What follows belongs to an exercise in optimizing a design on an open flow for small area, a short achievable clock period and few clock cycles; a production flow would make more cautious choices.
Function was checked by simulation only, so behaviour that the tests miss may differ from the original.

==> flow/design.v (excerpt) <==
module rc_channel_conditioner (
  input  wire                                   clk_i,
  input  wire                                   rst_ni,
  input  wire                                   cfg_valid_i,
  output logic                                  cfg_ready_o,
  input  wire  [rcc_pkg::CFG_INDEX_BITS-1:0]    cfg_index_i,
  input  wire  [rcc_pkg::CFG_DATA_BITS-1:0]     cfg_data_i,
  input  wire                                   in_valid_i,
  output logic                                  in_ready_o,
  input  wire  [rcc_pkg::CH_BITS-1:0]           channel_index_i,
  input  wire  [rcc_pkg::SAMPLE_BITS-1:0]       raw_value_i,
  input  wire                                   fail_safe_i,
  output logic                                  out_valid_o,
  input  wire                                   out_ready_i,
  output logic signed [rcc_pkg::VALUE_BITS-1:0] conditioned_value_o,
  output logic                                  rising_edge_o,
  output logic                                  falling_edge_o,
  output logic                                  zero_span_o
);
Size: roughly 2,500 cells after synthesis, ~24,000 µm² of cells after synthesis.
==> flow/config.mk <==
export PLATFORM = sky130hd
export DESIGN_NAME = rc_channel_conditioner
export DESIGN_NICKNAME = rc_channel_conditioner
export VERILOG_FILES = /design/flow/design.v
export SDC_FILE = /design/flow/constraint.sdc
export NUM_CORES = 4
export LEC_CHECK = 0
export CAP_MARGIN = 20
export CORE_MARGIN = 2
export CORE_UTILIZATION = 60
export SETUP_SLACK_MARGIN = 5
export SLEW_MARGIN = 20
==> flow/constraint.sdc <==
create_clock -name core_clock -period 11.0 [get_ports {clk_i}]
set_input_delay 2.2000 -clock core_clock [delete_from_list [all_inputs] [get_ports {clk_i}]]
set_output_delay 2.2000 -clock core_clock [all_outputs]
set_load 0.01 [all_outputs]
run.sh (not shown) runs the stock make flow with config.mk's settings and CLKGATE_MAP_FILE= SYNTH_SCRIPT=/design/flow/synth_recipe.tcl, a recipe that flattens the netlist after the stock synthesis.
Testbench counts at the start, summed over its fixed seeds: cycles 12,326.
Then changed:
==> flow/flow/run.sh (new file) <==
#!/bin/bash
# The standard layout (standard.sh), with the input and output port
# buffers made of sky130_fd_sc_hd__buf_1 cells instead of the delay buffers
# the placer picks by default. Every port still gets its buffer.
set -euo pipefail
export BUFFER_PORTS_ARGS="-buffer_cell sky130_fd_sc_hd__buf_1"
bash standard.sh > standard.log 2>&1
==> flow/standard.sh (new file) <==
#!/bin/bash
# synth_recipe.tcl (not shown) runs the flow's synth.tcl, then flattens the netlist and writes it again
# the make line also repeats each setting of config.mk as NAME=value (left out here)
make -C /OpenROAD-flow-scripts/flow DESIGN_CONFIG=/design/flow/config.mk WORK_HOME=/design/flow/orfs CLKGATE_MAP_FILE= SYNTH_SCRIPT=/design/flow/synth_recipe.tcl "${@:-finish}"
Settings changed: CORE_UTILIZATION 60 to 35, CTS_CLUSTER_DIAMETER set to 60, CTS_CLUSTER_SIZE set to 30.
removed: flow/run.sh
After rerunning:
- cell count rises by 12%
- final area falls by 1.5%
Then changed:
==> flow/run.sh (new file) <==
#!/bin/bash
# synth_recipe.tcl (not shown) runs the flow's synth.tcl, then flattens the netlist and writes it again
# the make line also repeats each setting of config.mk as NAME=value (left out here)
make -C /OpenROAD-flow-scripts/flow DESIGN_CONFIG=/design/flow/config.mk WORK_HOME=/design/flow/orfs CLKGATE_MAP_FILE= SYNTH_SCRIPT=/design/flow/synth_recipe.tcl finish
Settings changed: CTS_CLUSTER_DIAMETER 60 to unset, CTS_CLUSTER_SIZE 30 to unset.
removed: flow/flow/run.sh
removed: flow/standard.sh
=> Routed wire length goes up by 2.6%; core utilization grows by 1.4 points; cell area went up by 3.6%; synthesized cell count stays the same; non-clock buffer count went up by 16; first-iteration DRC count goes down by 10%; clock skew is lower by 8.0 ps; die area is unchanged; cell count is higher by 1.1%; clock-buffer cell count is higher by 28.
Then changed:
==> flow/flow/run.sh (new file) <==
#!/bin/bash
# The standard layout (standard.sh), with the input and output port
# buffers made of sky130_fd_sc_hd__buf_1 cells instead of the delay buffers
# the placer picks by default. Every port still gets its buffer.
set -euo pipefail
export BUFFER_PORTS_ARGS="-buffer_cell sky130_fd_sc_hd__buf_1"
bash standard.sh > standard.log 2>&1
==> flow/standard.sh (new file) <==
#!/bin/bash
# synth_recipe.tcl (not shown) runs the flow's synth.tcl, then flattens the netlist and writes it again
# the make line also repeats each setting of config.mk as NAME=value (left out here)
make -C /OpenROAD-flow-scripts/flow DESIGN_CONFIG=/design/flow/config.mk WORK_HOME=/design/flow/orfs CLKGATE_MAP_FILE= SYNTH_SCRIPT=/design/flow/synth_recipe.tcl "${@:-finish}"
removed: flow/run.sh
Result:
- The new run went through all stages and came out clean
- critical path depth increases by 3
- via count fell by 1.1%
- final area falls by 2.0%
- routed wire length shrinks by 1.5%
- sequential share of layout area increases by 0.66 points
- synthesized area stays the same

## re-timing with driven ports
No port has a modelled driver above. Below, the same layouts with a new extraction and two added sets of constraints.
Step 1, drivers: a clkbuf_16 drives clk_i and a buf_2 each remaining input, both assumed.
Step 2, shift: input delay + t, output delay - t, t = (earliest + latest rising clock arrival at the registers) / 2. This alone moves slack from input paths to output paths.
Three values: no drivers, after step 1, after step 2; two values: the first two.
| run | shift t [ns] | setup WS [ns] | worst setup path after step 2 | pins driven straight from the clock port |
|---|---|---|---|---|
| the first run | 0.617 | 5.192 / 5.230 / 4.613 | input to register | 1 |
| the second run | 0.639 | 5.258 / 5.206 / 4.696 | input to register | 1 |
| the third run | 0.615 | 5.188 / 5.127 / 4.570 | input to register | 1 |
| the fourth run | 0.609 | 5.207 / 5.183 / 4.626 | input to register | 1 |
After both steps setup and hold are still met in every run listed. For the third run, which loses most, drivers alone change the setup slack by -0.061 ns; drivers and shift together by -0.618 ns.
